This design comes from an exercise in tuning for small area and few clock cycles on the open sky130 flow, not from production work. Only simulation tests tie the RTL to the original design; equivalence was not proved. The flow treats the clock pin as an ideal source. Dropping or thinning the clock tree relies on that and would not hold on a real chip.

==> harbor: inputs <==
// nmea_rmc_sentence_parser
module nmea_rmc_sentence_parser #(
    parameter int MAX_SENTENCE_LEN = 100,
    parameter int FRACTION_DIGITS  = 4
) (
    input  logic        aclk,
    input  logic        aresetn,
    input  logic        s_tvalid,
    output logic        s_tready,
    input  logic [7:0]  s_tdata,    
    output logic        m_tvalid,
    input  logic        m_tready,
    output logic [87:0] m_tdata
);
==> flow/config.mk <==
export PLATFORM = sky130hd
export DESIGN_NAME = nmea_rmc_sentence_parser
export DESIGN_NICKNAME = nmea_rmc_sentence_parser
export VERILOG_FILES = /design/flow/design.v
export SDC_FILE = /design/flow/constraint.sdc
export NUM_CORES = 4
export LEC_CHECK = 0
export CAP_MARGIN = 20
export CORE_MARGIN = 2
export CORE_UTILIZATION = 40
export SLEW_MARGIN = 20
==> flow/constraint.sdc <==
create_clock -name core_clock -period 12.0 [get_ports {aclk}]
set_input_delay 2.4000 -clock core_clock [delete_from_list [all_inputs] [get_ports {aclk}]]
set_output_delay 2.4000 -clock core_clock [all_outputs]
set_load 0.01 [all_outputs]
standard.sh (not shown) runs the stock make flow with config.mk's settings and CLKGATE_MAP_FILE= SYNTH_SCRIPT=/design/flow/synth_recipe.tcl, a recipe that flattens the netlist after the stock synthesis.
==> flow/flow/run.sh <==
#!/bin/bash
# The standard layout (the standard.sh), with three changes:
# - after the standard synthesis, flow/reopt.sh maps its combinational logic again with an
#   area-oriented ABC script; every flip-flop and tie cell instance is kept exactly as the
#   standard synthesis made it (same names, same cells). 1_synth.odb is then rebuilt from
#   the new netlist (the standard netlist is kept as 1_2_yosys.standard.v);
# - the port buffers use the smallest buffer cell (buf_1);
# - the clock tree is built by flow/mcts.tcl (ORFS's PRE_CTS_TCL hook) instead of
#   clock_tree_synthesis: one root clkbuf_4 driving eight clkbuf_8, each driving an equal,
#   compact group of flip-flops. The rest of the CTS step and all later steps are ORFS's own.
# Logs: make's output in flow.log, the re-mapping's in reopt.log, every ORFS tool's in
# orfs/logs.
set -euo pipefail
export MCTS_CLOCK_PORT=aclk
export MCTS_LEVELS=3
export MCTS_LEAF_BUF=sky130_fd_sc_hd__clkbuf_8
export MCTS_ROOT_BUF=sky130_fd_sc_hd__clkbuf_4
ARGS=(BUFFER_PORTS_ARGS="-buffer_cell sky130_fd_sc_hd__buf_1" PRE_CTS_TCL="$(pwd)/flow/mcts.tcl")
RES=orfs/results/sky130hd/nmea_rmc_sentence_parser/base
bash standard.sh "${ARGS[@]}" synth > flow.log 2>&1
cp $RES/1_2_yosys.v $RES/1_2_yosys.standard.v
bash flow/reopt.sh $RES/1_2_yosys.standard.v $RES/1_2_yosys.v reopt.log
bash standard.sh "${ARGS[@]}" do-1_synth >> flow.log 2>&1
bash standard.sh "${ARGS[@]}" finish >> flow.log 2>&1
==> flow/flow/mcts.tcl <==
# Clock tree, used in place of clock_tree_synthesis (this file is ORFS's PRE_CTS_TCL hook,
# sourced just before the CTS step calls clock_tree_synthesis).
# The clock's sinks are split by position into 2^MCTS_LEVELS groups of equal size (recursive
# median cuts along the longer side), each group is driven by one MCTS_LEAF_BUF placed at
# the group's centroid, and one MCTS_ROOT_BUF at the centroid of all sinks drives the group
# buffers. The clock port drives only the root buffer. Every sink sees the same two buffer
# stages; detailed placement then legalizes the new buffers, and the CTS step goes on with
# its own timing repair as usual.

proc mcts_split {items axis} {
    set keyed {}
    foreach it $items { lappend keyed [list [lindex $it $axis] $it] }
    set keyed [lsort -integer -index 0 $keyed]
    set n [llength $keyed]
    set h [expr {$n / 2}]
    set a {}
    set b {}
    for {set i 0} {$i < $n} {incr i} {
        if {$i < $h} { lappend a [lindex $keyed $i 1] } else { lappend b [lindex $keyed $i 1] }
    }
    return [list $a $b]
}

proc mcts_centroid {items} {
    set sx 0
    set sy 0
    foreach it $items {
        incr sx [lindex $it 0]
        incr sy [lindex $it 1]
    }
    set n [llength $items]
    return [list [expr {$sx / $n}] [expr {$sy / $n}]]
}

proc mcts_add_buf {block master name x y in_net out_name} {
    set inst [odb::dbInst_create $block $master $name]
    $inst setLocation $x $y
    $inst setPlacementStatus PLACED
    set net [odb::dbNet_create $block $out_name]
    $net setSigType CLOCK
    [$inst findITerm A] connect $in_net
    [$inst findITerm X] connect $net
    return $net
}

proc mcts_build {clock_port levels leaf_buf root_buf} {
    set block [ord::get_db_block]
    set db [ord::get_db]
    set clk_net [[$block findBTerm $clock_port] getNet]
    set leaf_master [$db findMaster $leaf_buf]
    set root_master [$db findMaster $root_buf]
    set items {}
    foreach it [$clk_net getITerms] {
        set bb [[$it getInst] getBBox]
        lappend items [list [expr {([$bb xMin] + [$bb xMax]) / 2}] \
                            [expr {([$bb yMin] + [$bb yMax]) / 2}] $it]
    }
    puts "mcts: [llength $items] clock sinks on [$clk_net getName]"
    set groups [list $items]
    for {set l 0} {$l < $levels} {incr l} {
        set next {}
        foreach g $groups {
            set xs {}
            set ys {}
            foreach it $g {
                lappend xs [lindex $it 0]
                lappend ys [lindex $it 1]
            }
            set xs [lsort -integer $xs]
            set ys [lsort -integer $ys]
            set axis [expr {([lindex $xs end] - [lindex $xs 0]) >= ([lindex $ys end] - [lindex $ys 0]) ? 0 : 1}]
            foreach part [mcts_split $g $axis] { lappend next $part }
        }
        set groups $next
    }
    # Disconnect every sink first, then wire the tree.
    foreach it $items { [lindex $it 2] disconnect }
    lassign [mcts_centroid $items] rx ry
    set root_net [mcts_add_buf $block $root_master mcts_root $rx $ry $clk_net mcts_root_net]
    puts "mcts: root $root_buf at ($rx, $ry)"
    set i 0
    foreach g $groups {
        lassign [mcts_centroid $g] cx cy
        set net [mcts_add_buf $block $leaf_master mcts_leaf_$i $cx $cy $root_net mcts_leaf_net_$i]
        foreach it $g { [lindex $it 2] connect $net }
        puts "mcts: leaf $i $leaf_buf at ($cx, $cy) drives [llength $g] clock pins"
        incr i
    }
}

rename clock_tree_synthesis mcts_unused_clock_tree_synthesis
proc clock_tree_synthesis {args} {
    mcts_build $::env(MCTS_CLOCK_PORT) $::env(MCTS_LEVELS) $::env(MCTS_LEAF_BUF) $::env(MCTS_ROOT_BUF)
    set_propagated_clock [all_clocks]
}
Other scripts of this flow, unchanged in this note and not shown: flow/flow/reopt.sh
==> garnet: changes against harbor <==
--- a/flow/design.v
+++ b/flow/design.v
@@ -345,17 +345,17 @@
         logic cc;
         cc = 1'b0;
         for (int i = 0; i < 13; i++) begin
             logic e;
             e        = (i < 3) ? d[i+1] : 1'b0;
             min_t[i] = min_reg[i] ^ e ^ cc;
             cc       = (min_reg[i] & e) | (min_reg[i] & cc) | (e & cc);
         end
-        min_b = (cif_reg[1:0] == 2'd2) ? (min_reg << 2) : (min_reg << 3);
+        min_b = (cif_reg[1:0] == 2'd2) ? 13'({min_reg[6:0], 2'b00}) : (min_reg << 3);
         cc = 1'b0;
         for (int i = 0; i < 13; i++) begin
             logic a;
             a          = (i == 0) ? d[0] : min_t[i-1];
             min_sum[i] = a ^ min_b[i] ^ cc;
             cc         = (a & min_b[i]) | (a & cc) | (min_b[i] & cc);
         end
     end
==> flow/flow/run.sh (replaced) <==
#!/bin/bash
# The standard layout (the standard.sh), with four changes:
# - after the standard synthesis, flow/reopt.sh maps its combinational logic again with an
#   area-oriented ABC script; every flip-flop and tie cell instance is kept exactly as the
#   standard synthesis made it (same names, same cells). 1_synth.odb is then rebuilt from
#   the new netlist (the standard netlist is kept as 1_2_yosys.standard.v);
# - the port buffers use the smallest buffer cell (buf_1);
# - the tie cell that drives the constant outputs is not copied once per output
#   (SKIP_REPAIR_TIE_FANOUT);
# - the clock tree is built by flow/mcts.tcl (ORFS's PRE_CTS_TCL hook) instead of
#   clock_tree_synthesis: one root clkbuf_4 driving eight clkbuf_8, each driving an equal,
#   compact group of flip-flops. The rest of the CTS step and all later steps are ORFS's own.
# Logs: make's output in flow.log, the re-mapping's in reopt.log, every ORFS tool's in
# orfs/logs.
set -euo pipefail
export MCTS_CLOCK_PORT=aclk
export MCTS_LEVELS=3
export MCTS_LEAF_BUF=sky130_fd_sc_hd__clkbuf_8
export MCTS_ROOT_BUF=sky130_fd_sc_hd__clkbuf_4
ARGS=(BUFFER_PORTS_ARGS="-buffer_cell sky130_fd_sc_hd__buf_1" PRE_CTS_TCL="$(pwd)/flow/mcts.tcl"
      SKIP_REPAIR_TIE_FANOUT=1)
RES=orfs/results/sky130hd/nmea_rmc_sentence_parser/base
bash standard.sh "${ARGS[@]}" synth > flow.log 2>&1
cp $RES/1_2_yosys.v $RES/1_2_yosys.standard.v
bash flow/reopt.sh $RES/1_2_yosys.standard.v $RES/1_2_yosys.v reopt.log
bash standard.sh "${ARGS[@]}" do-1_synth >> flow.log 2>&1
bash standard.sh "${ARGS[@]}" finish >> flow.log 2>&1
==> results.toml <==
[run_status]
status = "no timing/DRC/antenna violations"

[detailed_routing]
dr_wl_met2_mm = 9.407
route.met3.wl_mm = 1.420

[timing]
worst_slew_pin_slew_ns = 0.8938

[layout]
fin_util_pct = 45.06
multi_input_gates = 832
seq_area_share_pct = 31.20

[power]
leakagePower_nw = 2.964
switching_share_pct = 44.67
peakVddDrop_mv = 0.09827

[setup_path]
ff2ff_setup_slack_ns = 3.50
r2r_cells = 55
crit_slowest_cell = "o21ai_0"
critPathLaunchType = "flop"

[synth]
synth.avg_cell_area_um2 = 6.800

[floorplan]
rows = 50

[placement]
placed_area_mm2 = 0.008253
The numbers above come from garnet.

==> results.toml <==
[setup_path]
r2r_cells = 58
crit_slowest_cell = "clkinv_1"
ff2ff_setup_slack_ns = 3.46

[layout]
fin_util_pct = 45.98
seq_area_share_pct = 31.31

[synth]
synth.avg_cell_area_um2 = 6.864

[detailed_routing]
route.met3.wl_mm = 1.499
dr_wl_met2_mm = 9.581

[placement]
placed_area_mm2 = 0.008224

[run_status]
status = "no timing/DRC/antenna violations"

[power]
peakVddDrop_mv = 0.04798
switching_share_pct = 29.93

[floorplan]
rows = 49

[timing]
worst_slew_pin_slew_ns = 1.148
The numbers above come from harbor.

Testbench counts of harbor, summed over its fixed seeds: cycles 117,293.
Testbench counts of garnet, summed over its fixed seeds: cycles 117,293.
In every run of this note, the design's own scripts or RTL, not TritonCTS, make the clock network.

==> static timing again, ports no longer ideal <==
The flow's constraints put no driver on any port. The routed layouts listed below were extracted and timed again, unchanged, in two steps.
Step 1, drivers: a clkbuf_16 drives aclk and a buf_2 each remaining input, both assumed.
Step 2 moves the port delays by t, midway between the first and last clock arrival at a register: inputs arrive t later, outputs are due t later. That takes back most of the time a late clock gives input paths.
a / b / c = ideal ports / drivers / drivers and shift; a / b = the first two.
| run | t (ns) | slack for setup (ns) | hold WS [ns] | worst setup path at the end | cell pins on the clock port's net |
|---|---|---|---|---|---|
| harbor | 0.544 | 1.875 / 1.882 / 1.337 | 0.464 / 0.464 / 0.464 | input to register | 1 |
| garnet | 0.545 | 2.403 / 2.364 / 2.231 | 0.463 / 0.463 / 0.463 | input to register | 1 |
After both steps every run listed still meets setup and hold. For harbor, which loses most, drivers alone change the setup slack by +0.007 ns; drivers and shift together by -0.538 ns.
